This design comes from an exercise in tuning for small area, a short achievable clock period and few clock cycles per item on the open sky130 flow, not from production work. The RTL of this run was laid out without a check of its function. Power is estimated from default activity; no workload was simulated.

$ cat flow/constraint.sdc
create_clock -name core_clock -period 7.2 [get_ports {clock}]
set_input_delay 1.4400 -clock core_clock [delete_from_list [all_inputs] [get_ports {clock}]]
set_output_delay 1.4400 -clock core_clock [all_outputs]
set_load 0.01 [all_outputs]
$ cat flow/config.mk
export PLATFORM = sky130hd
export DESIGN_NAME = booth_radix2_multiplier_core
export DESIGN_NICKNAME = booth_radix2_multiplier_core
export VERILOG_FILES = /design/flow/design.v
export SDC_FILE = /design/flow/constraint.sdc
export NUM_CORES = 4
export LEC_CHECK = 0
export ABC_CLOCK_PERIOD_IN_PS = 3200
export CAP_MARGIN = 20
export CORE_MARGIN = 2
export CORE_UTILIZATION = 40
export CTS_BUF_LIST = sky130_fd_sc_hd__clkbuf_8
export PLACE_DENSITY = 0.6
export SETUP_SLACK_MARGIN = 4.0
export SLEW_MARGIN = 20
$ cat flow/standard.sh
#!/bin/bash
# synth_recipe.tcl (not shown) runs the flow's synth.tcl, then flattens the netlist and writes it again
# the make line also repeats each setting of config.mk as NAME=value (left out here)
make -C /OpenROAD-flow-scripts/flow DESIGN_CONFIG=/design/flow/config.mk WORK_HOME=/design/flow/orfs CLKGATE_MAP_FILE= SYNTH_SCRIPT=/design/flow/synth_recipe.tcl "${@:-finish}"
$ cat flow/design.v
`default_nettype none
package brm_pkg;
   localparam int IN_W      = 16;
   localparam int PRODUCT_W = 32;
   localparam int MAG_W     = 31;
   localparam int CFG_W     = 5;
   localparam logic [CFG_W-1:0] CFG_RESET = 5'd16;
   localparam logic [CFG_W-1:0] MIN_WIDTH = 5'd2;
   localparam int ROUNDS_PER_STAGE = 2;
endpackage
`default_nettype wire
`default_nettype none
module booth_radix2_multiplier_core #(
   parameter int MAX_WIDTH = 16
) (
   input  logic                      clock,
   input  logic                      reset,
   input  logic                          req_valid,
   output logic                          req_ready,
   input  logic [brm_pkg::IN_W-1:0]      req_multiplicand_bits,
   input  logic [brm_pkg::IN_W-1:0]      req_multiplier_bits,
   output logic                          rsp_valid,
   input  logic                          rsp_ready,
   output logic [brm_pkg::PRODUCT_W-1:0] rsp_product_bits,
   output logic                          rsp_negative,
   output logic [brm_pkg::MAG_W-1:0]     rsp_magnitude,
   input  logic                      csr_write_enable,
   input  logic [brm_pkg::CFG_W-1:0] csr_write_data
);
   logic [15:0] wm, wtop;
   logic [31:0] pmask;
   logic [3:0] nm1_ff;
   always_ff @(posedge clock) begin
      if (reset) begin
         nm1_ff <= 4'd15;
      end else if (csr_write_enable) begin
         nm1_ff <= (csr_write_data < 5'd2) ? 4'd1 : (csr_write_data > 5'd16) ? 4'd15 : 4'(csr_write_data - 5'd1);
      end
   end
   always_comb begin
      for (int i = 0; i < 16; i++) begin
         wm[i] = (4'(i) <= nm1_ff);
      end
   end
   assign wtop = wm & ~(wm >> 1);
   always_comb begin
      for (int i = 0; i < 16; i++) begin
         pmask[2*i]   = wm[i];
         pmask[2*i+1] = wm[i];
      end
   end
   logic        en;
   logic        req_sa, req_sb;
   logic [15:0] ax;
   logic [7:0] one;
   logic [7:0] two;
   logic [7:0] neg;
   logic ng;
   logic [15:0] ax_c;
   logic [15:0] bx_c;
   logic [7:0] one_c;
   logic [7:0] two_c;
   logic [7:0] neg_c;
   logic ng_c;
   logic sx_c;
   logic bl_c;
   assign req_sa = |(req_multiplicand_bits & wtop);
   assign req_sb = |(req_multiplier_bits & wtop);
   assign req_ready = en;
   logic        op_v;
   logic [15:0] ax_q;
   logic [7:0] one_q;
   logic [7:0] two_q;
   logic [7:0] neg_q;
   logic ng_q;
   always_ff @(posedge clock) begin
      if (reset) begin
         op_v <= 1'b0;
      end else if (en) begin
         op_v <= req_valid;
      end
   end
   always_ff @(posedge clock) begin
      if (en) begin
         ax_q <= ax_c;
         one_q <= one_c;
         two_q <= two_c;
         neg_q <= neg_c;
         ng_q <= ng_c;
      end
   end
   assign ax = ax_q;
   assign one = one_q;
   assign two = two_q;
   assign neg = neg_q;
   assign ng = ng_q;
   always_comb begin
      for (int j = 0; j < 16; j++) begin
         ax_c[j] = wm[j] ? req_multiplicand_bits[j] : req_sa;
         bx_c[j] = wm[j] ? req_multiplier_bits[j] : req_sb;
      end
      sx_c = req_sa ^ req_sb;
      ng_c = sx_c & (|(req_multiplicand_bits & wm)) & (|(req_multiplier_bits & wm));
      for (int i = 0; i < 8; i++) begin
         bl_c = (i == 0) ? 1'b0 : bx_c[2*i-1];
         one_c[i] = bx_c[2*i] ^ bl_c;
         two_c[i] = (bx_c[2*i+1] & ~bx_c[2*i] & ~bl_c) | (~bx_c[2*i+1] & bx_c[2*i] & bl_c);
         neg_c[i] = bx_c[2*i+1] ^ sx_c;
      end
   end
   wire pp1 = (one[0] & ax[0]) ^ neg[0];
   wire pp2 = ((one[0] & ax[1]) | (two[0] & ax[0])) ^ neg[0];
   wire pp3 = ((one[0] & ax[2]) | (two[0] & ax[1])) ^ neg[0];
   wire pp4 = ((one[0] & ax[3]) | (two[0] & ax[2])) ^ neg[0];
   wire pp5 = ((one[0] & ax[4]) | (two[0] & ax[3])) ^ neg[0];
   wire pp6 = ((one[0] & ax[5]) | (two[0] & ax[4])) ^ neg[0];
   wire pp7 = ((one[0] & ax[6]) | (two[0] & ax[5])) ^ neg[0];
   wire pp8 = ((one[0] & ax[7]) | (two[0] & ax[6])) ^ neg[0];
   wire pp9 = ((one[0] & ax[8]) | (two[0] & ax[7])) ^ neg[0];
   wire pp10 = ((one[0] & ax[9]) | (two[0] & ax[8])) ^ neg[0];
   wire pp11 = ((one[0] & ax[10]) | (two[0] & ax[9])) ^ neg[0];
   wire pp12 = ((one[0] & ax[11]) | (two[0] & ax[10])) ^ neg[0];
   wire pp13 = ((one[0] & ax[12]) | (two[0] & ax[11])) ^ neg[0];
   wire pp14 = ((one[0] & ax[13]) | (two[0] & ax[12])) ^ neg[0];
   wire pp15 = ((one[0] & ax[14]) | (two[0] & ax[13])) ^ neg[0];
   wire pp16 = ((one[0] & ax[15]) | (two[0] & ax[14])) ^ neg[0];
   wire pp17 = ((one[0] & ax[15]) | (two[0] & ax[15])) ^ neg[0];
   wire ns18 = ~pp17;
   wire u19 = one[0] & ax[0];
   wire un20 = u19 | neg[0];
   wire nu21 = ~u19;
   wire nun22 = ~un20;
   wire pp23 = (one[1] & ax[0]) ^ neg[1];
   wire pp24 = ((one[1] & ax[1]) | (two[1] & ax[0])) ^ neg[1];
   wire pp25 = ((one[1] & ax[2]) | (two[1] & ax[1])) ^ neg[1];
   wire pp26 = ((one[1] & ax[3]) | (two[1] & ax[2])) ^ neg[1];
   wire pp27 = ((one[1] & ax[4]) | (two[1] & ax[3])) ^ neg[1];
   wire pp28 = ((one[1] & ax[5]) | (two[1] & ax[4])) ^ neg[1];
   wire pp29 = ((one[1] & ax[6]) | (two[1] & ax[5])) ^ neg[1];
   wire pp30 = ((one[1] & ax[7]) | (two[1] & ax[6])) ^ neg[1];
   wire pp31 = ((one[1] & ax[8]) | (two[1] & ax[7])) ^ neg[1];
   wire pp32 = ((one[1] & ax[9]) | (two[1] & ax[8])) ^ neg[1];
   wire pp33 = ((one[1] & ax[10]) | (two[1] & ax[9])) ^ neg[1];
   wire pp34 = ((one[1] & ax[11]) | (two[1] & ax[10])) ^ neg[1];
   wire pp35 = ((one[1] & ax[12]) | (two[1] & ax[11])) ^ neg[1];
   wire pp36 = ((one[1] & ax[13]) | (two[1] & ax[12])) ^ neg[1];
   wire pp37 = ((one[1] & ax[14]) | (two[1] & ax[13])) ^ neg[1];
   wire pp38 = ((one[1] & ax[15]) | (two[1] & ax[14])) ^ neg[1];
   wire pp39 = ((one[1] & ax[15]) | (two[1] & ax[15])) ^ neg[1];
   wire ns40 = ~pp39;
   wire u41 = one[1] & ax[0];
   wire un42 = u41 | neg[1];
   wire nu43 = ~u41;
   wire nun44 = ~un42;
   wire pp45 = (one[2] & ax[0]) ^ neg[2];
   wire pp46 = ((one[2] & ax[1]) | (two[2] & ax[0])) ^ neg[2];
   wire pp47 = ((one[2] & ax[2]) | (two[2] & ax[1])) ^ neg[2];
   wire pp48 = ((one[2] & ax[3]) | (two[2] & ax[2])) ^ neg[2];
   wire pp49 = ((one[2] & ax[4]) | (two[2] & ax[3])) ^ neg[2];
   wire pp50 = ((one[2] & ax[5]) | (two[2] & ax[4])) ^ neg[2];
   wire pp51 = ((one[2] & ax[6]) | (two[2] & ax[5])) ^ neg[2];
   wire pp52 = ((one[2] & ax[7]) | (two[2] & ax[6])) ^ neg[2];
   wire pp53 = ((one[2] & ax[8]) | (two[2] & ax[7])) ^ neg[2];
   wire pp54 = ((one[2] & ax[9]) | (two[2] & ax[8])) ^ neg[2];
   wire pp55 = ((one[2] & ax[10]) | (two[2] & ax[9])) ^ neg[2];
   wire pp56 = ((one[2] & ax[11]) | (two[2] & ax[10])) ^ neg[2];
   wire pp57 = ((one[2] & ax[12]) | (two[2] & ax[11])) ^ neg[2];
   wire pp58 = ((one[2] & ax[13]) | (two[2] & ax[12])) ^ neg[2];
   wire pp59 = ((one[2] & ax[14]) | (two[2] & ax[13])) ^ neg[2];
   wire pp60 = ((one[2] & ax[15]) | (two[2] & ax[14])) ^ neg[2];
   wire pp61 = ((one[2] & ax[15]) | (two[2] & ax[15])) ^ neg[2];
   wire ns62 = ~pp61;
   wire u63 = one[2] & ax[0];
   wire un64 = u63 | neg[2];
   wire nu65 = ~u63;
   wire nun66 = ~un64;
   wire pp67 = (one[3] & ax[0]) ^ neg[3];
   wire pp68 = ((one[3] & ax[1]) | (two[3] & ax[0])) ^ neg[3];
   wire pp69 = ((one[3] & ax[2]) | (two[3] & ax[1])) ^ neg[3];
   wire pp70 = ((one[3] & ax[3]) | (two[3] & ax[2])) ^ neg[3];
   wire pp71 = ((one[3] & ax[4]) | (two[3] & ax[3])) ^ neg[3];
   wire pp72 = ((one[3] & ax[5]) | (two[3] & ax[4])) ^ neg[3];
   wire pp73 = ((one[3] & ax[6]) | (two[3] & ax[5])) ^ neg[3];
   wire pp74 = ((one[3] & ax[7]) | (two[3] & ax[6])) ^ neg[3];
   wire pp75 = ((one[3] & ax[8]) | (two[3] & ax[7])) ^ neg[3];
   wire pp76 = ((one[3] & ax[9]) | (two[3] & ax[8])) ^ neg[3];
   wire pp77 = ((one[3] & ax[10]) | (two[3] & ax[9])) ^ neg[3];
   wire pp78 = ((one[3] & ax[11]) | (two[3] & ax[10])) ^ neg[3];
   wire pp79 = ((one[3] & ax[12]) | (two[3] & ax[11])) ^ neg[3];
   wire pp80 = ((one[3] & ax[13]) | (two[3] & ax[12])) ^ neg[3];
   wire pp81 = ((one[3] & ax[14]) | (two[3] & ax[13])) ^ neg[3];
   wire pp82 = ((one[3] & ax[15]) | (two[3] & ax[14])) ^ neg[3];
   wire pp83 = ((one[3] & ax[15]) | (two[3] & ax[15])) ^ neg[3];
   wire ns84 = ~pp83;
   wire u85 = one[3] & ax[0];
   wire un86 = u85 | neg[3];
   wire nu87 = ~u85;
   wire nun88 = ~un86;
   wire pp89 = (one[4] & ax[0]) ^ neg[4];
   wire pp90 = ((one[4] & ax[1]) | (two[4] & ax[0])) ^ neg[4];
   wire pp91 = ((one[4] & ax[2]) | (two[4] & ax[1])) ^ neg[4];
   wire pp92 = ((one[4] & ax[3]) | (two[4] & ax[2])) ^ neg[4];
   wire pp93 = ((one[4] & ax[4]) | (two[4] & ax[3])) ^ neg[4];
   wire pp94 = ((one[4] & ax[5]) | (two[4] & ax[4])) ^ neg[4];
   wire pp95 = ((one[4] & ax[6]) | (two[4] & ax[5])) ^ neg[4];
   wire pp96 = ((one[4] & ax[7]) | (two[4] & ax[6])) ^ neg[4];
   wire pp97 = ((one[4] & ax[8]) | (two[4] & ax[7])) ^ neg[4];
   wire pp98 = ((one[4] & ax[9]) | (two[4] & ax[8])) ^ neg[4];
   wire pp99 = ((one[4] & ax[10]) | (two[4] & ax[9])) ^ neg[4];
   wire pp100 = ((one[4] & ax[11]) | (two[4] & ax[10])) ^ neg[4];
   wire pp101 = ((one[4] & ax[12]) | (two[4] & ax[11])) ^ neg[4];
   wire pp102 = ((one[4] & ax[13]) | (two[4] & ax[12])) ^ neg[4];
   wire pp103 = ((one[4] & ax[14]) | (two[4] & ax[13])) ^ neg[4];
   wire pp104 = ((one[4] & ax[15]) | (two[4] & ax[14])) ^ neg[4];
   wire pp105 = ((one[4] & ax[15]) | (two[4] & ax[15])) ^ neg[4];
   wire ns106 = ~pp105;
   wire u107 = one[4] & ax[0];
   wire un108 = u107 | neg[4];
   wire nu109 = ~u107;
   wire nun110 = ~un108;
   wire pp111 = (one[5] & ax[0]) ^ neg[5];
   wire pp112 = ((one[5] & ax[1]) | (two[5] & ax[0])) ^ neg[5];
   wire pp113 = ((one[5] & ax[2]) | (two[5] & ax[1])) ^ neg[5];
   wire pp114 = ((one[5] & ax[3]) | (two[5] & ax[2])) ^ neg[5];
   wire pp115 = ((one[5] & ax[4]) | (two[5] & ax[3])) ^ neg[5];
   wire pp116 = ((one[5] & ax[5]) | (two[5] & ax[4])) ^ neg[5];
   wire pp117 = ((one[5] & ax[6]) | (two[5] & ax[5])) ^ neg[5];
   wire pp118 = ((one[5] & ax[7]) | (two[5] & ax[6])) ^ neg[5];
   wire pp119 = ((one[5] & ax[8]) | (two[5] & ax[7])) ^ neg[5];
   wire pp120 = ((one[5] & ax[9]) | (two[5] & ax[8])) ^ neg[5];
   wire pp121 = ((one[5] & ax[10]) | (two[5] & ax[9])) ^ neg[5];
   wire pp122 = ((one[5] & ax[11]) | (two[5] & ax[10])) ^ neg[5];
   wire pp123 = ((one[5] & ax[12]) | (two[5] & ax[11])) ^ neg[5];
   wire pp124 = ((one[5] & ax[13]) | (two[5] & ax[12])) ^ neg[5];
   wire pp125 = ((one[5] & ax[14]) | (two[5] & ax[13])) ^ neg[5];
   wire pp126 = ((one[5] & ax[15]) | (two[5] & ax[14])) ^ neg[5];
   wire pp127 = ((one[5] & ax[15]) | (two[5] & ax[15])) ^ neg[5];
   wire ns128 = ~pp127;
   wire u129 = one[5] & ax[0];
   wire un130 = u129 | neg[5];
   wire nu131 = ~u129;
   wire nun132 = ~un130;
   wire pp133 = (one[6] & ax[0]) ^ neg[6];
   wire pp134 = ((one[6] & ax[1]) | (two[6] & ax[0])) ^ neg[6];
   wire pp135 = ((one[6] & ax[2]) | (two[6] & ax[1])) ^ neg[6];
   wire pp136 = ((one[6] & ax[3]) | (two[6] & ax[2])) ^ neg[6];
   wire pp137 = ((one[6] & ax[4]) | (two[6] & ax[3])) ^ neg[6];
   wire pp138 = ((one[6] & ax[5]) | (two[6] & ax[4])) ^ neg[6];
   wire pp139 = ((one[6] & ax[6]) | (two[6] & ax[5])) ^ neg[6];
   wire pp140 = ((one[6] & ax[7]) | (two[6] & ax[6])) ^ neg[6];
   wire pp141 = ((one[6] & ax[8]) | (two[6] & ax[7])) ^ neg[6];
   wire pp142 = ((one[6] & ax[9]) | (two[6] & ax[8])) ^ neg[6];
   wire pp143 = ((one[6] & ax[10]) | (two[6] & ax[9])) ^ neg[6];
   wire pp144 = ((one[6] & ax[11]) | (two[6] & ax[10])) ^ neg[6];
   wire pp145 = ((one[6] & ax[12]) | (two[6] & ax[11])) ^ neg[6];
   wire pp146 = ((one[6] & ax[13]) | (two[6] & ax[12])) ^ neg[6];
   wire pp147 = ((one[6] & ax[14]) | (two[6] & ax[13])) ^ neg[6];
   wire pp148 = ((one[6] & ax[15]) | (two[6] & ax[14])) ^ neg[6];
   wire pp149 = ((one[6] & ax[15]) | (two[6] & ax[15])) ^ neg[6];
   wire ns150 = ~pp149;
   wire u151 = one[6] & ax[0];
   wire un152 = u151 | neg[6];
   wire nu153 = ~u151;
   wire nun154 = ~un152;
   wire pp155 = (one[7] & ax[0]) ^ neg[7];
   wire pp156 = ((one[7] & ax[1]) | (two[7] & ax[0])) ^ neg[7];
   wire pp157 = ((one[7] & ax[2]) | (two[7] & ax[1])) ^ neg[7];
   wire pp158 = ((one[7] & ax[3]) | (two[7] & ax[2])) ^ neg[7];
   wire pp159 = ((one[7] & ax[4]) | (two[7] & ax[3])) ^ neg[7];
   wire pp160 = ((one[7] & ax[5]) | (two[7] & ax[4])) ^ neg[7];
   wire pp161 = ((one[7] & ax[6]) | (two[7] & ax[5])) ^ neg[7];
   wire pp162 = ((one[7] & ax[7]) | (two[7] & ax[6])) ^ neg[7];
   wire pp163 = ((one[7] & ax[8]) | (two[7] & ax[7])) ^ neg[7];
   wire pp164 = ((one[7] & ax[9]) | (two[7] & ax[8])) ^ neg[7];
   wire pp165 = ((one[7] & ax[10]) | (two[7] & ax[9])) ^ neg[7];
   wire pp166 = ((one[7] & ax[11]) | (two[7] & ax[10])) ^ neg[7];
   wire pp167 = ((one[7] & ax[12]) | (two[7] & ax[11])) ^ neg[7];
   wire pp168 = ((one[7] & ax[13]) | (two[7] & ax[12])) ^ neg[7];
   wire pp169 = ((one[7] & ax[14]) | (two[7] & ax[13])) ^ neg[7];
   wire pp170 = ((one[7] & ax[15]) | (two[7] & ax[14])) ^ neg[7];
   wire pp171 = ((one[7] & ax[15]) | (two[7] & ax[15])) ^ neg[7];
   wire ns172 = ~pp171;
   wire u173 = one[7] & ax[0];
   wire un174 = u173 | neg[7];
   wire nu175 = ~u173;
   wire nun176 = ~un174;
   wire s177 = pp11 ^ pp31;
   wire c178 = pp11 & pp31;
   wire s179 = pp12 ^ pp32 ^ pp52;
   wire c180 = (pp12 & pp32) | (pp52 & (pp12 ^ pp32));
   wire s181 = pp13 ^ pp33 ^ pp53;
   wire c182 = (pp13 & pp33) | (pp53 & (pp13 ^ pp33));
   wire s183 = pp73 ^ pp93;
   wire c184 = pp73 & pp93;
   wire s185 = pp14 ^ pp34 ^ pp54;
   wire c186 = (pp14 & pp34) | (pp54 & (pp14 ^ pp34));
   wire s187 = pp74 ^ pp94 ^ pp114;
   wire c188 = (pp74 & pp94) | (pp114 & (pp74 ^ pp94));
   wire s189 = pp15 ^ pp35 ^ pp55;
   wire c190 = (pp15 & pp35) | (pp55 & (pp15 ^ pp35));
   wire s191 = pp75 ^ pp95 ^ pp115;
   wire c192 = (pp75 & pp95) | (pp115 & (pp75 ^ pp95));
   wire s193 = pp135 ^ un152;
   wire c194 = pp135 & un152;
   wire s195 = pp16 ^ pp36 ^ pp56;
   wire c196 = (pp16 & pp36) | (pp56 & (pp16 ^ pp36));
   wire s197 = pp76 ^ pp96 ^ pp116;
   wire c198 = (pp76 & pp96) | (pp116 & (pp76 ^ pp96));
   wire s199 = pp136 ^ pp156 ^ nun176;
   wire c200 = (pp136 & pp156) | (nun176 & (pp136 ^ pp156));
   wire s201 = ns18 ^ pp37 ^ pp57;
   wire c202 = (ns18 & pp37) | (pp57 & (ns18 ^ pp37));
   wire s203 = pp77 ^ pp97 ^ pp117;
   wire c204 = (pp77 & pp97) | (pp117 & (pp77 ^ pp97));
   wire s205 = pp137 ^ pp157 ^ un174;
   wire c206 = (pp137 & pp157) | (un174 & (pp137 ^ pp157));
   wire s207 = 1'b1 ^ pp38 ^ pp58;
   wire c208 = (1'b1 & pp38) | (pp58 & (1'b1 ^ pp38));
   wire s209 = pp78 ^ pp98 ^ pp118;
   wire c210 = (pp78 & pp98) | (pp118 & (pp78 ^ pp98));
   wire s211 = pp138 ^ pp158;
   wire c212 = pp138 & pp158;
   wire s213 = ns40 ^ pp59 ^ pp79;
   wire c214 = (ns40 & pp59) | (pp79 & (ns40 ^ pp59));
   wire s215 = pp99 ^ pp119 ^ pp139;
   wire c216 = (pp99 & pp119) | (pp139 & (pp99 ^ pp119));
   wire s217 = 1'b1 ^ pp60 ^ pp80;
   wire c218 = (1'b1 & pp60) | (pp80 & (1'b1 ^ pp60));
   wire s219 = pp100 ^ pp120;
   wire c220 = pp100 & pp120;
   wire s221 = ns62 ^ pp81 ^ pp101;
   wire c222 = (ns62 & pp81) | (pp101 & (ns62 ^ pp81));
   wire s223 = 1'b1 ^ pp82;
   wire c224 = 1'b1 & pp82;
   wire s225 = pp7 ^ pp27;
   wire c226 = pp7 & pp27;
   wire s227 = pp8 ^ pp28 ^ pp48;
   wire c228 = (pp8 & pp28) | (pp48 & (pp8 ^ pp28));
   wire s229 = pp9 ^ pp29 ^ pp49;
   wire c230 = (pp9 & pp29) | (pp49 & (pp9 ^ pp29));
   wire s231 = pp69 ^ un86;
   wire c232 = pp69 & un86;
   wire s233 = pp10 ^ pp30 ^ pp50;
   wire c234 = (pp10 & pp30) | (pp50 & (pp10 ^ pp30));
   wire s235 = pp70 ^ pp90 ^ nun110;
   wire c236 = (pp70 & pp90) | (nun110 & (pp70 ^ pp90));
   wire s237 = pp51 ^ pp71 ^ pp91;
   wire c238 = (pp51 & pp71) | (pp91 & (pp51 ^ pp71));
   wire s239 = un108 ^ nu131 ^ s177;
   wire c240 = (un108 & nu131) | (s177 & (un108 ^ nu131));
   wire s241 = pp72 ^ pp92 ^ pp112;
   wire c242 = (pp72 & pp92) | (pp112 & (pp72 ^ pp92));
   wire s243 = nun132 ^ c178 ^ s179;
   wire c244 = (nun132 & c178) | (s179 & (nun132 ^ c178));
   wire s245 = pp113 ^ un130 ^ nu153;
   wire c246 = (pp113 & un130) | (nu153 & (pp113 ^ un130));
   wire s247 = s183 ^ c180 ^ s181;
   wire c248 = (s183 & c180) | (s181 & (s183 ^ c180));
   wire s249 = pp134 ^ nun154 ^ c184;
   wire c250 = (pp134 & nun154) | (c184 & (pp134 ^ nun154));
   wire s251 = c182 ^ s185 ^ s187;
   wire c252 = (c182 & s185) | (s187 & (c182 ^ s185));
   wire s253 = nu175 ^ s193 ^ c186;
   wire c254 = (nu175 & s193) | (c186 & (nu175 ^ s193));
   wire s255 = c188 ^ s189 ^ s191;
   wire c256 = (c188 & s189) | (s191 & (c188 ^ s189));
   wire s257 = c194 ^ c190 ^ c192;
   wire c258 = (c194 & c190) | (c192 & (c194 ^ c190));
   wire s259 = s195 ^ s197 ^ s199;
   wire c260 = (s195 & s197) | (s199 & (s195 ^ s197));
   wire s261 = c196 ^ c198 ^ c200;
   wire c262 = (c196 & c198) | (c200 & (c196 ^ c198));
   wire s263 = s201 ^ s203 ^ s205;
   wire c264 = (s201 & s203) | (s205 & (s201 ^ s203));
   wire s265 = s211 ^ c202 ^ c204;
   wire c266 = (s211 & c202) | (c204 & (s211 ^ c202));
   wire s267 = c206 ^ s207 ^ s209;
   wire c268 = (c206 & s207) | (s209 & (c206 ^ s207));
   wire s269 = pp159 ^ c212 ^ c208;
   wire c270 = (pp159 & c212) | (c208 & (pp159 ^ c212));
   wire s271 = c210 ^ s213 ^ s215;
   wire c272 = (c210 & s213) | (s215 & (c210 ^ s213));
   wire s273 = pp140 ^ pp160 ^ s219;
   wire c274 = (pp140 & pp160) | (s219 & (pp140 ^ pp160));
   wire s275 = c214 ^ c216 ^ s217;
   wire c276 = (c214 & c216) | (s217 & (c214 ^ c216));
   wire s277 = pp121 ^ pp141 ^ pp161;
   wire c278 = (pp121 & pp141) | (pp161 & (pp121 ^ pp141));
   wire s279 = c220 ^ c218 ^ s221;
   wire c280 = (c220 & c218) | (s221 & (c220 ^ c218));
   wire s281 = pp102 ^ pp122 ^ pp142;
   wire c282 = (pp102 & pp122) | (pp142 & (pp102 ^ pp122));
   wire s283 = pp162 ^ s223 ^ c222;
   wire c284 = (pp162 & s223) | (c222 & (pp162 ^ s223));
   wire s285 = ns84 ^ pp103 ^ pp123;
   wire c286 = (ns84 & pp103) | (pp123 & (ns84 ^ pp103));
   wire s287 = pp143 ^ pp163 ^ c224;
   wire c288 = (pp143 & pp163) | (c224 & (pp143 ^ pp163));
   wire s289 = 1'b1 ^ pp104 ^ pp124;
   wire c290 = (1'b1 & pp104) | (pp124 & (1'b1 ^ pp104));
   wire s291 = pp144 ^ pp164;
   wire c292 = pp144 & pp164;
   wire s293 = ns106 ^ pp125 ^ pp145;
   wire c294 = (ns106 & pp125) | (pp145 & (ns106 ^ pp125));
   wire s295 = 1'b1 ^ pp126;
   wire c296 = 1'b1 & pp126;
   wire s297 = pp5 ^ pp25;
   wire c298 = pp5 & pp25;
   wire s299 = pp6 ^ pp26 ^ pp46;
   wire c300 = (pp6 & pp26) | (pp46 & (pp6 ^ pp26));
   wire s301 = pp47 ^ un64 ^ nu87;
   wire c302 = (pp47 & un64) | (nu87 & (pp47 ^ un64));
   wire s303 = pp68 ^ nun88 ^ c226;
   wire c304 = (pp68 & nun88) | (c226 & (pp68 ^ nun88));
   wire s305 = nu109 ^ s231 ^ c228;
   wire c306 = (nu109 & s231) | (c228 & (nu109 ^ s231));
   wire s307 = c232 ^ c230 ^ s233;
   wire c308 = (c232 & c230) | (s233 & (c232 ^ c230));
   wire s309 = c234 ^ c236 ^ s237;
   wire c310 = (c234 & c236) | (s237 & (c234 ^ c236));
   wire s311 = c238 ^ s241 ^ c240;
   wire c312 = (c238 & s241) | (c240 & (c238 ^ s241));
   wire s313 = c242 ^ s245 ^ c244;
   wire c314 = (c242 & s245) | (c244 & (c242 ^ s245));
   wire s315 = c246 ^ s249 ^ c248;
   wire c316 = (c246 & s249) | (c248 & (c246 ^ s249));
   wire s317 = c250 ^ s253 ^ c252;
   wire c318 = (c250 & s253) | (c252 & (c250 ^ s253));
   wire s319 = c254 ^ s257 ^ c256;
   wire c320 = (c254 & s257) | (c256 & (c254 ^ s257));
   wire s321 = c258 ^ s261 ^ c260;
   wire c322 = (c258 & s261) | (c260 & (c258 ^ s261));
   wire s323 = c262 ^ s265 ^ c264;
   wire c324 = (c262 & s265) | (c264 & (c262 ^ s265));
   wire s325 = c266 ^ s269 ^ c268;
   wire c326 = (c266 & s269) | (c268 & (c266 ^ s269));
   wire s327 = s273 ^ c270 ^ c272;
   wire c328 = (s273 & c270) | (c272 & (s273 ^ c270));
   wire s329 = s277 ^ c274 ^ c276;
   wire c330 = (s277 & c274) | (c276 & (s277 ^ c274));
   wire s331 = c278 ^ s281 ^ s283;
   wire c332 = (c278 & s281) | (s283 & (c278 ^ s281));
   wire s333 = c282 ^ s285 ^ s287;
   wire c334 = (c282 & s285) | (s287 & (c282 ^ s285));
   wire s335 = s291 ^ c286 ^ s289;
   wire c336 = (s291 & c286) | (s289 & (s291 ^ c286));
   wire s337 = pp165 ^ c292 ^ c290;
   wire c338 = (pp165 & c292) | (c290 & (pp165 ^ c292));
   wire s339 = pp146 ^ pp166 ^ s295;
   wire c340 = (pp146 & pp166) | (s295 & (pp146 ^ pp166));
   wire s341 = ns128 ^ pp147 ^ pp167;
   wire c342 = (ns128 & pp147) | (pp167 & (ns128 ^ pp147));
   wire s343 = 1'b1 ^ pp148;
   wire c344 = 1'b1 & pp148;
   wire s345 = pp3 ^ un20;
   wire c346 = pp3 & un20;
   wire s347 = pp4 ^ pp24 ^ nun44;
   wire c348 = (pp4 & pp24) | (nun44 & (pp4 ^ pp24));
   wire s349 = un42 ^ nu65 ^ s297;
   wire c350 = (un42 & nu65) | (s297 & (un42 ^ nu65));
   wire s351 = nun66 ^ c298 ^ s299;
   wire c352 = (nun66 & c298) | (s299 & (nun66 ^ c298));
   wire s353 = s225 ^ c300 ^ s301;
   wire c354 = (s225 & c300) | (s301 & (s225 ^ c300));
   wire s355 = c302 ^ s227 ^ s303;
   wire c356 = (c302 & s227) | (s303 & (c302 ^ s227));
   wire s357 = s229 ^ c304 ^ s305;
   wire c358 = (s229 & c304) | (s305 & (s229 ^ c304));
   wire s359 = s235 ^ c306 ^ s307;
   wire c360 = (s235 & c306) | (s307 & (s235 ^ c306));
   wire s361 = s239 ^ c308 ^ s309;
   wire c362 = (s239 & c308) | (s309 & (s239 ^ c308));
   wire s363 = c310 ^ s243 ^ s311;
   wire c364 = (c310 & s243) | (s311 & (c310 ^ s243));
   wire s365 = s247 ^ c312 ^ s313;
   wire c366 = (s247 & c312) | (s313 & (s247 ^ c312));
   wire s367 = s251 ^ c314 ^ s315;
   wire c368 = (s251 & c314) | (s315 & (s251 ^ c314));
   wire s369 = s255 ^ c316 ^ s317;
   wire c370 = (s255 & c316) | (s317 & (s255 ^ c316));
   wire s371 = s259 ^ c318 ^ s319;
   wire c372 = (s259 & c318) | (s319 & (s259 ^ c318));
   wire s373 = s263 ^ c320 ^ s321;
   wire c374 = (s263 & c320) | (s321 & (s263 ^ c320));
   wire s375 = s267 ^ c322 ^ s323;
   wire c376 = (s267 & c322) | (s323 & (s267 ^ c322));
   wire s377 = s271 ^ c324 ^ s325;
   wire c378 = (s271 & c324) | (s325 & (s271 ^ c324));
   wire s379 = s275 ^ c326 ^ s327;
   wire c380 = (s275 & c326) | (s327 & (s275 ^ c326));
   wire s381 = s279 ^ c328 ^ s329;
   wire c382 = (s279 & c328) | (s329 & (s279 ^ c328));
   wire s383 = c280 ^ c330 ^ s331;
   wire c384 = (c280 & c330) | (s331 & (c280 ^ c330));
   wire s385 = c284 ^ s333 ^ c332;
   wire c386 = (c284 & s333) | (c332 & (c284 ^ s333));
   wire s387 = c288 ^ s335 ^ c334;
   wire c388 = (c288 & s335) | (c334 & (c288 ^ s335));
   wire s389 = s293 ^ s337 ^ c336;
   wire c390 = (s293 & s337) | (c336 & (s293 ^ s337));
   wire s391 = c294 ^ s339 ^ c338;
   wire c392 = (c294 & s339) | (c338 & (c294 ^ s339));
   wire s393 = c296 ^ s341 ^ c340;
   wire c394 = (c296 & s341) | (c340 & (c296 ^ s341));
   wire s395 = pp168 ^ s343 ^ c342;
   wire c396 = (pp168 & s343) | (c342 & (pp168 ^ s343));
   wire s397 = ns150 ^ pp169 ^ c344;
   wire c398 = (ns150 & pp169) | (c344 & (ns150 ^ pp169));
   wire s399 = 1'b1 ^ pp170;
   wire c400 = 1'b1 & pp170;
   wire p401 = mid_1 ^ mid_2;
   wire g402 = mid_1 & mid_2;
   wire p403 = mid_3 ^ mid_4;
   wire g404 = mid_3 & mid_4;
   wire p405 = mid_5 ^ mid_6;
   wire g406 = mid_5 & mid_6;
   wire p407 = mid_7 ^ mid_8;
   wire g408 = mid_7 & mid_8;
   wire p409 = mid_9 ^ mid_10;
   wire g410 = mid_9 & mid_10;
   wire p411 = mid_11 ^ mid_12;
   wire g412 = mid_11 & mid_12;
   wire p413 = mid_13 ^ mid_14;
   wire g414 = mid_13 & mid_14;
   wire p415 = mid_15 ^ mid_16;
   wire g416 = mid_15 & mid_16;
   wire p417 = mid_17 ^ mid_18;
   wire g418 = mid_17 & mid_18;
   wire p419 = mid_19 ^ mid_20;
   wire g420 = mid_19 & mid_20;
   wire p421 = mid_21 ^ mid_22;
   wire g422 = mid_21 & mid_22;
   wire p423 = mid_23 ^ mid_24;
   wire g424 = mid_23 & mid_24;
   wire p425 = mid_25 ^ mid_26;
   wire g426 = mid_25 & mid_26;
   wire p427 = mid_27 ^ mid_28;
   wire g428 = mid_27 & mid_28;
   wire p429 = mid_29 ^ mid_30;
   wire g430 = mid_29 & mid_30;
   wire p431 = mid_31 ^ mid_32;
   wire g432 = mid_31 & mid_32;
   wire p433 = mid_33 ^ mid_34;
   wire g434 = mid_33 & mid_34;
   wire p435 = mid_35 ^ mid_36;
   wire g436 = mid_35 & mid_36;
   wire p437 = mid_37 ^ mid_38;
   wire g438 = mid_37 & mid_38;
   wire p439 = mid_39 ^ mid_40;
   wire g440 = mid_39 & mid_40;
   wire p441 = mid_41 ^ mid_42;
   wire g442 = mid_41 & mid_42;
   wire p443 = mid_43 ^ mid_44;
   wire g444 = mid_43 & mid_44;
   wire p445 = mid_45 ^ mid_46;
   wire g446 = mid_45 & mid_46;
   wire p447 = mid_47 ^ mid_48;
   wire g448 = mid_47 & mid_48;
   wire p449 = mid_49 ^ mid_50;
   wire g450 = mid_49 & mid_50;
   wire p451 = mid_51 ^ mid_52;
   wire g452 = mid_51 & mid_52;
   wire p453 = mid_53 ^ mid_54;
   wire g454 = mid_53 & mid_54;
   wire p455 = mid_55 ^ mid_56;
   wire g456 = mid_55 & mid_56;
   wire p457 = mid_57 ^ mid_58;
   wire g458 = mid_57 & mid_58;
   wire p459 = mid_59 ^ mid_60;
   wire g460 = mid_59 & mid_60;
   wire T461 = p401 & mid_0;
   wire G462 = g406 | (p405 & g404);
   wire T463 = p405 & p403;
   wire G464 = g410 | (p409 & g408);
   wire T465 = p409 & p407;
   wire G466 = g414 | (p413 & g412);
   wire T467 = p413 & p411;
   wire G468 = g418 | (p417 & g416);
   wire T469 = p417 & p415;
   wire G470 = g422 | (p421 & g420);
   wire T471 = p421 & p419;
   wire G472 = g426 | (p425 & g424);
   wire T473 = p425 & p423;
   wire G474 = g430 | (p429 & g428);
   wire T475 = p429 & p427;
   wire G476 = g434 | (p433 & g432);
   wire T477 = p433 & p431;
   wire G478 = g438 | (p437 & g436);
   wire T479 = p437 & p435;
   wire G480 = g442 | (p441 & g440);
   wire T481 = p441 & p439;
   wire G482 = g446 | (p445 & g444);
   wire T483 = p445 & p443;
   wire G484 = g450 | (p449 & g448);
   wire T485 = p449 & p447;
   wire G486 = g454 | (p453 & g452);
   wire T487 = p453 & p451;
   wire G488 = g458 | (p457 & g456);
   wire T489 = p457 & p455;
   wire G490 = 1'b1 & g460;
   wire T491 = 1'b1 & p459;
   wire G492 = G462 | (T463 & g402);
   wire T493 = T463 & T461;
   wire G494 = G466 | (T467 & G464);
   wire T495 = T467 & T465;
   wire G496 = G470 | (T471 & G468);
   wire T497 = T471 & T469;
   wire G498 = G474 | (T475 & G472);
   wire T499 = T475 & T473;
   wire G500 = G478 | (T479 & G476);
   wire T501 = T479 & T477;
   wire G502 = G482 | (T483 & G480);
   wire T503 = T483 & T481;
   wire G504 = G486 | (T487 & G484);
   wire T505 = T487 & T485;
   wire G506 = G490 | (T491 & G488);
   wire T507 = T491 & T489;
   wire G508 = G494 | (T495 & G492);
   wire T509 = T495 & T493;
   wire G510 = G498 | (T499 & G496);
   wire T511 = T499 & T497;
   wire G512 = G502 | (T503 & G500);
   wire T513 = T503 & T501;
   wire G514 = G506 | (T507 & G504);
   wire T515 = T507 & T505;
   wire G516 = G510 | (T511 & G508);
   wire T517 = T511 & T509;
   wire G518 = G514 | (T515 & G512);
   wire T519 = T515 & T513;
   wire G520 = G518 | (T519 & G516);
   wire T521 = T519 & T517;
   wire G522 = G512 | (T513 & G516);
   wire T523 = T513 & T517;
   wire G524 = G496 | (T497 & G508);
   wire T525 = T497 & T509;
   wire G526 = G500 | (T501 & G516);
   wire T527 = T501 & T517;
   wire G528 = G504 | (T505 & G522);
   wire T529 = T505 & T523;
   wire G530 = G464 | (T465 & G492);
   wire T531 = T465 & T493;
   wire G532 = G468 | (T469 & G508);
   wire T533 = T469 & T509;
   wire G534 = G472 | (T473 & G524);
   wire T535 = T473 & T525;
   wire G536 = G476 | (T477 & G516);
   wire T537 = T477 & T517;
   wire G538 = G480 | (T481 & G526);
   wire T539 = T481 & T527;
   wire G540 = G484 | (T485 & G522);
   wire T541 = T485 & T523;
   wire G542 = G488 | (T489 & G528);
   wire T543 = T489 & T529;
   wire G544 = g404 | (p403 & g402);
   wire T545 = p403 & T461;
   wire G546 = g408 | (p407 & G492);
   wire T547 = p407 & T493;
   wire G548 = g412 | (p411 & G530);
   wire T549 = p411 & T531;
   wire G550 = g416 | (p415 & G508);
   wire T551 = p415 & T509;
   wire G552 = g420 | (p419 & G532);
   wire T553 = p419 & T533;
   wire G554 = g424 | (p423 & G524);
   wire T555 = p423 & T525;
   wire G556 = g428 | (p427 & G534);
   wire T557 = p427 & T535;
   wire G558 = g432 | (p431 & G516);
   wire T559 = p431 & T517;
   wire G560 = g436 | (p435 & G536);
   wire T561 = p435 & T537;
   wire G562 = g440 | (p439 & G526);
   wire T563 = p439 & T527;
   wire G564 = g444 | (p443 & G538);
   wire T565 = p443 & T539;
   wire G566 = g448 | (p447 & G522);
   wire T567 = p447 & T523;
   wire G568 = g452 | (p451 & G540);
   wire T569 = p451 & T541;
   wire G570 = g456 | (p455 & G528);
   wire T571 = p455 & T529;
   wire G572 = g460 | (p459 & G542);
   wire T573 = p459 & T543;
   logic mid_v;
   logic mid_0;
   logic mid_1;
   logic mid_2;
   logic mid_3;
   logic mid_4;
   logic mid_5;
   logic mid_6;
   logic mid_7;
   logic mid_8;
   logic mid_9;
   logic mid_10;
   logic mid_11;
   logic mid_12;
   logic mid_13;
   logic mid_14;
   logic mid_15;
   logic mid_16;
   logic mid_17;
   logic mid_18;
   logic mid_19;
   logic mid_20;
   logic mid_21;
   logic mid_22;
   logic mid_23;
   logic mid_24;
   logic mid_25;
   logic mid_26;
   logic mid_27;
   logic mid_28;
   logic mid_29;
   logic mid_30;
   logic mid_31;
   logic mid_32;
   logic mid_33;
   logic mid_34;
   logic mid_35;
   logic mid_36;
   logic mid_37;
   logic mid_38;
   logic mid_39;
   logic mid_40;
   logic mid_41;
   logic mid_42;
   logic mid_43;
   logic mid_44;
   logic mid_45;
   logic mid_46;
   logic mid_47;
   logic mid_48;
   logic mid_49;
   logic mid_50;
   logic mid_51;
   logic mid_52;
   logic mid_53;
   logic mid_54;
   logic mid_55;
   logic mid_56;
   logic mid_57;
   logic mid_58;
   logic mid_59;
   logic mid_60;
   logic mid_61;
   always_ff @(posedge clock) begin
      if (reset) begin
         mid_v <= 1'b0;
      end else if (en) begin
         mid_v <= op_v;
      end
   end
   always_ff @(posedge clock) begin
      if (en) begin
         mid_0 <= nu21;
         mid_1 <= pp2;
         mid_2 <= nun22;
         mid_3 <= s345;
         mid_4 <= nu43;
         mid_5 <= s347;
         mid_6 <= c346;
         mid_7 <= s349;
         mid_8 <= c348;
         mid_9 <= s351;
         mid_10 <= c350;
         mid_11 <= s353;
         mid_12 <= c352;
         mid_13 <= s355;
         mid_14 <= c354;
         mid_15 <= s357;
         mid_16 <= c356;
         mid_17 <= s359;
         mid_18 <= c358;
         mid_19 <= s361;
         mid_20 <= c360;
         mid_21 <= s363;
         mid_22 <= c362;
         mid_23 <= s365;
         mid_24 <= c364;
         mid_25 <= s367;
         mid_26 <= c366;
         mid_27 <= s369;
         mid_28 <= c368;
         mid_29 <= s371;
         mid_30 <= c370;
         mid_31 <= s373;
         mid_32 <= c372;
         mid_33 <= s375;
         mid_34 <= c374;
         mid_35 <= s377;
         mid_36 <= c376;
         mid_37 <= s379;
         mid_38 <= c378;
         mid_39 <= s381;
         mid_40 <= c380;
         mid_41 <= s383;
         mid_42 <= c382;
         mid_43 <= s385;
         mid_44 <= c384;
         mid_45 <= s387;
         mid_46 <= c386;
         mid_47 <= s389;
         mid_48 <= c388;
         mid_49 <= s391;
         mid_50 <= c390;
         mid_51 <= s393;
         mid_52 <= c392;
         mid_53 <= s395;
         mid_54 <= c394;
         mid_55 <= s397;
         mid_56 <= c396;
         mid_57 <= s399;
         mid_58 <= c398;
         mid_59 <= ns172;
         mid_60 <= c400;
         mid_61 <= ng;
      end
   end
   logic [31:0] prod_w;
   logic [30:0] mag_w;
   assign prod_w = {(mid_61 ? ~(1'b1 ^ G572) : (1'b1 ^ (G572 | T573))), (mid_61 ? ~(p459 ^ G542) : (p459 ^ (G542 | T543))), (mid_61 ? ~(p457 ^ G570) : (p457 ^ (G570 | T571))), (mid_61 ? ~(p455 ^ G528) : (p455 ^ (G528 | T529))), (mid_61 ? ~(p453 ^ G568) : (p453 ^ (G568 | T569))), (mid_61 ? ~(p451 ^ G540) : (p451 ^ (G540 | T541))), (mid_61 ? ~(p449 ^ G566) : (p449 ^ (G566 | T567))), (mid_61 ? ~(p447 ^ G522) : (p447 ^ (G522 | T523))), (mid_61 ? ~(p445 ^ G564) : (p445 ^ (G564 | T565))), (mid_61 ? ~(p443 ^ G538) : (p443 ^ (G538 | T539))), (mid_61 ? ~(p441 ^ G562) : (p441 ^ (G562 | T563))), (mid_61 ? ~(p439 ^ G526) : (p439 ^ (G526 | T527))), (mid_61 ? ~(p437 ^ G560) : (p437 ^ (G560 | T561))), (mid_61 ? ~(p435 ^ G536) : (p435 ^ (G536 | T537))), (mid_61 ? ~(p433 ^ G558) : (p433 ^ (G558 | T559))), (mid_61 ? ~(p431 ^ G516) : (p431 ^ (G516 | T517))), (mid_61 ? ~(p429 ^ G556) : (p429 ^ (G556 | T557))), (mid_61 ? ~(p427 ^ G534) : (p427 ^ (G534 | T535))), (mid_61 ? ~(p425 ^ G554) : (p425 ^ (G554 | T555))), (mid_61 ? ~(p423 ^ G524) : (p423 ^ (G524 | T525))), (mid_61 ? ~(p421 ^ G552) : (p421 ^ (G552 | T553))), (mid_61 ? ~(p419 ^ G532) : (p419 ^ (G532 | T533))), (mid_61 ? ~(p417 ^ G550) : (p417 ^ (G550 | T551))), (mid_61 ? ~(p415 ^ G508) : (p415 ^ (G508 | T509))), (mid_61 ? ~(p413 ^ G548) : (p413 ^ (G548 | T549))), (mid_61 ? ~(p411 ^ G530) : (p411 ^ (G530 | T531))), (mid_61 ? ~(p409 ^ G546) : (p409 ^ (G546 | T547))), (mid_61 ? ~(p407 ^ G492) : (p407 ^ (G492 | T493))), (mid_61 ? ~(p405 ^ G544) : (p405 ^ (G544 | T545))), (mid_61 ? ~(p403 ^ g402) : (p403 ^ (g402 | T461))), (mid_61 ? ~(p401 ^ 1'b0) : (p401 ^ (1'b0 | mid_0))), (mid_61 ? ~mid_0 : ~mid_0)} & pmask;
   assign mag_w  = {(p459 ^ (G542 | T543)), (p457 ^ (G570 | T571)), (p455 ^ (G528 | T529)), (p453 ^ (G568 | T569)), (p451 ^ (G540 | T541)), (p449 ^ (G566 | T567)), (p447 ^ (G522 | T523)), (p445 ^ (G564 | T565)), (p443 ^ (G538 | T539)), (p441 ^ (G562 | T563)), (p439 ^ (G526 | T527)), (p437 ^ (G560 | T561)), (p435 ^ (G536 | T537)), (p433 ^ (G558 | T559)), (p431 ^ (G516 | T517)), (p429 ^ (G556 | T557)), (p427 ^ (G534 | T535)), (p425 ^ (G554 | T555)), (p423 ^ (G524 | T525)), (p421 ^ (G552 | T553)), (p419 ^ (G532 | T533)), (p417 ^ (G550 | T551)), (p415 ^ (G508 | T509)), (p413 ^ (G548 | T549)), (p411 ^ (G530 | T531)), (p409 ^ (G546 | T547)), (p407 ^ (G492 | T493)), (p405 ^ (G544 | T545)), (p403 ^ (g402 | T461)), (p401 ^ (1'b0 | mid_0)), ~mid_0};
   logic        out_v;
   logic [31:0] prod_ff;
   logic [29:1] mag_ff;
   logic        neg_ff;
   assign en = rsp_ready;
   always_ff @(posedge clock) begin
      if (reset) begin
         out_v <= 1'b0;
      end else if (en) begin
         out_v <= mid_v;
      end
   end
   always_ff @(posedge clock) begin
      if (en) begin
         prod_ff <= prod_w;
         mag_ff  <= mag_w[29:1];
         neg_ff  <= mid_61;
      end
   end
   assign rsp_valid        = out_v;
   assign rsp_product_bits = prod_ff;
   assign rsp_magnitude    = {prod_ff[30] & ~neg_ff, mag_ff, prod_ff[0]};
   assign rsp_negative     = neg_ff;
endmodule
`default_nettype wire
$ cat flow/flow/run.sh
#!/bin/bash
# Layout flow: the standard ORFS flow (standard.sh) with two changes:
#  1. synthesis: the same script, except that Yosys's "synth -run fine:" step
#     gets -noabc, so the quick ABC pass there does not re-encode the adder
#     trees before extract_fa (it leaves fewer inverters around the fa/ha
#     cells); flops, hierarchy flattening and renaming are as in synth_recipe.tcl.
#  2. port buffers are sky130_fd_sc_hd__buf_2 instead of the delay cell that
#     buffer_ports picks by default.
# Each tool's output goes to the ORFS logs under orfs/logs; make's own output
# goes to flow_make.log here.
set -euo pipefail
here=$(pwd)
sed 's|^proc synth {args} { yosys synth -nofsm -noshare {\*}\$args }|proc synth {args} { if {[lsearch -exact $args fine:] >= 0} { lappend args -noabc }; yosys synth -nofsm -noshare {*}$args }|' synth_recipe.tcl > flow_synth.tcl
grep -q -- '-noabc' flow_synth.tcl
sed -e "s|SYNTH_SCRIPT=[^ ]*|SYNTH_SCRIPT=$here/flow_synth.tcl|" \
    -e 's|"\${@:-finish}"|BUFFER_PORTS_ARGS="-buffer_cell sky130_fd_sc_hd__buf_2" "${@:-finish}"|' standard.sh > flow_standard_mod.sh
grep -q flow_synth.tcl flow_standard_mod.sh
bash flow_standard_mod.sh > flow_make.log 2>&1
==> metrics.md <==
| Metric | Value |
|---|---|
| Setup TNS | 0 ps |
| Starting density of the core | 40.9% |
| Post-route ant nets | 0 |
| CP max FO | 14 |
| Cell family with most CP delay | buffers and inverters |
| Dominant synthesized flop cell | edfxtp_1 |
| Critical path class | input pin to output pin |
| Worst Hold End | mid_61 |
| Number of synthesized register bits | approximately 170 |
| Setup ws final | 4010 ps |
| Non-filler instance count after layout | 1,895 |
| Crit end category | output pin |
| Routed length per instance | around 21 um |
| Sw Ratio | around two fifths |
| R2R Path Start | mid_22 |
| CP required | ~5800 ps |
| Initial antenna violation count | 0 |
| VDD IR-drop max | ~0.22 mV |
| Reg2reg path depth | 12 |
| Largest net degree at the start of global routing | 62 |
| Period utilisation layout | around 44% |
| Worst Tran Pin Value | 1110 ps |
| Vias in the first global route | about 10,000 |
| Mean Syn Cell Area | ~11 um2 |
| Io pins | 108 |
| PD cells | ~510 mW/mm2 |
| Part of the power in registers | between 20% and 30% |
| Post-CTS Hold Buffers | 0 |
| P_leak | around 6.7 nW |
| CTS Sinks | approximately 170 |
| Post-synth top area cell | edfxtp_1 |
| Register area share after synthesis | a little under two fifths |
| First-pass DRT Iterations | 5 |
| Arrival time worst endpoint | approximately 1800 ps |
| Slew Limit Fails | 0 |
| Crit-path slowest cell | buf_4 |
| GP Congestion | 0.907 |
| Nets@finish | 1,634 |
| Hold path depth | 0 |
| Chip height | 190 um |
| Logic gate share of total power | 67.2% |
| Antenna diodes | 0 |
| Async set-reset flop share out of synthesis | 0% |
| CTS tree | yes |
| Status | complete, no violations |
| CTS Buf Count | 17 |
| Vias per cell | 5.55 |
| CP peak stage delay | approximately 160 ps |
| Die area | 0.0359 mm2 |
| Final Critical Period | 3190 ps |
| Clock power share | 7.9% |
| CTS H-tree depth | 4 |
| Clock Latency Late Sink | around 470 ps |
| Critical Path, Cell by Cell | buf_16, buf_4 |
| Placed cell count | 1,708 |
| Row count | between 60 and 70 |
| Number of flops mapped to enable cells by yosys | about 170 |
| NetSw | around 0.0036 W |
| RSZ-0062 raised after global routing | yes |
| Max Freq | ~310 MHz |
| Reg2reg setup slack | 4040 ps |
| Routed WL | 39,100 um |
| Synth top area cells | edfxtp_1 36%, fa_1 16%, xnor2_1 9.5%, a22oi_1 6.6%, ha_1 4.1% |
| Layout Utilization | between 50% and 60% |
| Worst reg2reg endpoint | prod_ff[27] |
| Hold Path Class | register to register |
| Int Power | 0.00511 W |
| Area fraction of the dominant cell type after synthesis | between 30% and 40% |
| Congestion Overflow GR | 0 |
| Tot GR Track Use | between 20 and 25% |
| # Max-Cap Violations | 0 |
| DP HPWL | 26,500 um |
| Vias | approximately 11,000 |
| Min-delay src | ng_q |
| Share of layout cells above drive strength 1 | approximately 28% |
| Final setup viols | 0 |
| Initial drt markers | between 900 and 1,000 |
| Synth Instances | 1,249 |
| Die X | 190 um |
| Area growth syn-to-layout | 23.1% |
| Post-route DRC | 0 |
| Clock skew | 18.6 ps |
| Core Region | around 0.034 mm2 |
| First-pass GRT wire length | 59,800 um |
| Clock Pin Slew Worst Setup and Hold Paths | approximately 90 ps |
| Syn nets | roughly 1,400 |
| Port Buf Inserts | ~110 |
| CP Launch Type | input pin |
| Mapped Area | ~0.014 mm2 |
| Place WS | 3410 ps |
| Relative slew slack | approximately 26% |
| Root Buffer | clkbuf_8 |
| Clock buffer depth | 2 |
| Netlist cell types | around 70 |
| CP bufs+invs | 2 |
| Final hold violations | 0 |
| Synth Warn # | 1 |
metrics by stage:
stage | hold WS, ps | total power, W | cell area [um2]
global route | 463 | 0.00950 | 17000
CTS | 455 | 0.00830 | 16500
finish | 442 | 0.00871 | 17000
global placement | 423 | 0.00706 | 14500
floorplan | 400 | 0.00577 | 13800
detailed placement | 425 | 0.00717 | 14500
how the worst max path moves through the flow:
| stage | startpoint | end | slack (ps) | cells past startpoint |
|---|---|---|---|---|
| finish | rsp_ready | req_ready | 4010 | 2 |
| global route | mid_22 | prod_ff[31] | 3900 | 13 |
| CTS | mid_26 | prod_ff[30] | 3950 | 11 |
| detailed placement | req_multiplicand_bits[4] | neg_q[1] | 3410 | 6 |
| global placement | req_multiplicand_bits[4] | neg_q[1] | 3440 | 6 |
| floorplan | req_multiplier_bits[7] | neg_q[5] | 3920 | 8 |
cell type report:
| cell class | instances | area, um2 |
|---|---|---|
| Clock inverter | 13 | 153 |
| Inverter | 74 | 278 |
| Fill cell | 2948 | 16700 |
| Multi-Input combinational cell | 898 | 8470 |
| Timing Repair Buffer | 273 | 2170 |
| Tap cell | 448 | 561 |
| Sequential cell | 172 | 5100 |
| Clock buffer | 17 | 234 |
power groups by stage:
stage	registers (W)	clock network (W)	logic, W
finish	0.00217	0.000690	0.00586
global route	0.00220	0.000746	0.00656
CTS	0.00216	0.000708	0.00543
detailed placement	0.00232	0	0.00485
global placement	0.00231	0	0.00474
floorplan	0.00221	0	0.00356
flip-flops by register name, indices dropped and copies added, names as in the netlist, 4 cells and up:
name	count
ax_q	16
mag_ff	29
nm1_ff	4
prod_ff	32
two_q	8
one_q	8
neg_q	8
synthesized netlist by cell type (all sizes together), types with 22 or more instances:
library cell	instances
edfxtp	165
xnor2	151
a22oi	122
fa	111
clkbuf	83
nor2	83
inv	74
a21oi	62
nand2	51
ha	45
o21ai	40
xor2	34
buf	22
metal layers:
metal  GRT usage (%)  routed length (um)  vias to the layer above  share of wire (%)
met5               0                   0                        -                  0
met4            7.87                1170                        0                3.0
met3            4.65                2710                       78                6.9
met2            34.6               18100                      448                 46
met1            29.4               17100                     5188                 44
li1                -                   -                     4799                  -
placed cells by master (no fill, tap or decap), types with 4 or more instances in the layout:
cell,synthesis,final
a31oi_1,6,4
a21oi_4,0,5
a22oi_2,0,12
a21oi_1,61,52
o21ai_0,37,32
nor2_1,83,81
nand2b_1,11,11
xnor2_1,150,150
clkbuf_8,0,17
a21o_1,21,21
dfxtp_1,7,6
nand2_1,50,49
o311ai_0,5,4
ha_2,0,4
nor3_1,19,16
edfxtp_1,165,165
o22ai_1,4,4
buf_12,0,25
inv_1,73,73
buf_2,11,105
mux2i_1,19,19
a22oi_1,122,110
o21a_1,7,6
ha_1,45,27
and2_1,8,8
nand4_1,4,4
o21ai_1,0,4
and3_1,9,8
mux2_2,4,4
or3_1,5,5
xor2_1,34,34
ha_4,0,14
fa_2,0,16
or2_2,5,5
a21oi_2,1,5
nand3_1,11,11
and4_1,6,4
fa_1,111,95
nor2b_1,4,4
buf_4,4,140
what timing repair did:
action | in CTS | in global routing
buffers inserted | 131 | 24
gates resized for setup | 44 | 64
setup endpoints to repair | 54 | 33
gates cloned | 2 | 0
pin swaps | 5 | 32
cell families after synthesis:
kind of cell | after synthesis | synth area share [%]
DFF | 172 | 37.0
buffers and inverters | 179 | 5.20
adders and majority gates | 156 | 20.2
AOI/OAI and AO/OA | 300 | 15.3
muxes | 26 | 2.23
xor gates and xnor gates | 185 | 11.8
and+or+nand+nor | 231 | 8.26

-- static timing again, ports no longer ideal --
How much do the figures lean on ideal ports? The routed layout below was timed once more, with nothing changed but the port constraints.
Step 1 sets driving cells, clkbuf_16 on the clock port and buf_2 on the other inputs (assumed; they add their load-dependent delay and slew).
Step 2 times the ports against the registers' clock, not the clock port: input delays grow and output delays shrink by t, the midpoint of the rising clock arrivals with the driver on.
a / b / c = no drivers / after step 1 / after step 2; a / b = the first two.
shift t [ns]: 0.512
setup WS [ns]: 4.007 / 3.809 / 3.658
worst setup path after step 2: input to register
After both steps setup and hold are still met in this run. For this run, drivers alone change the setup slack by -0.198 ns; drivers and shift together by -0.349 ns.
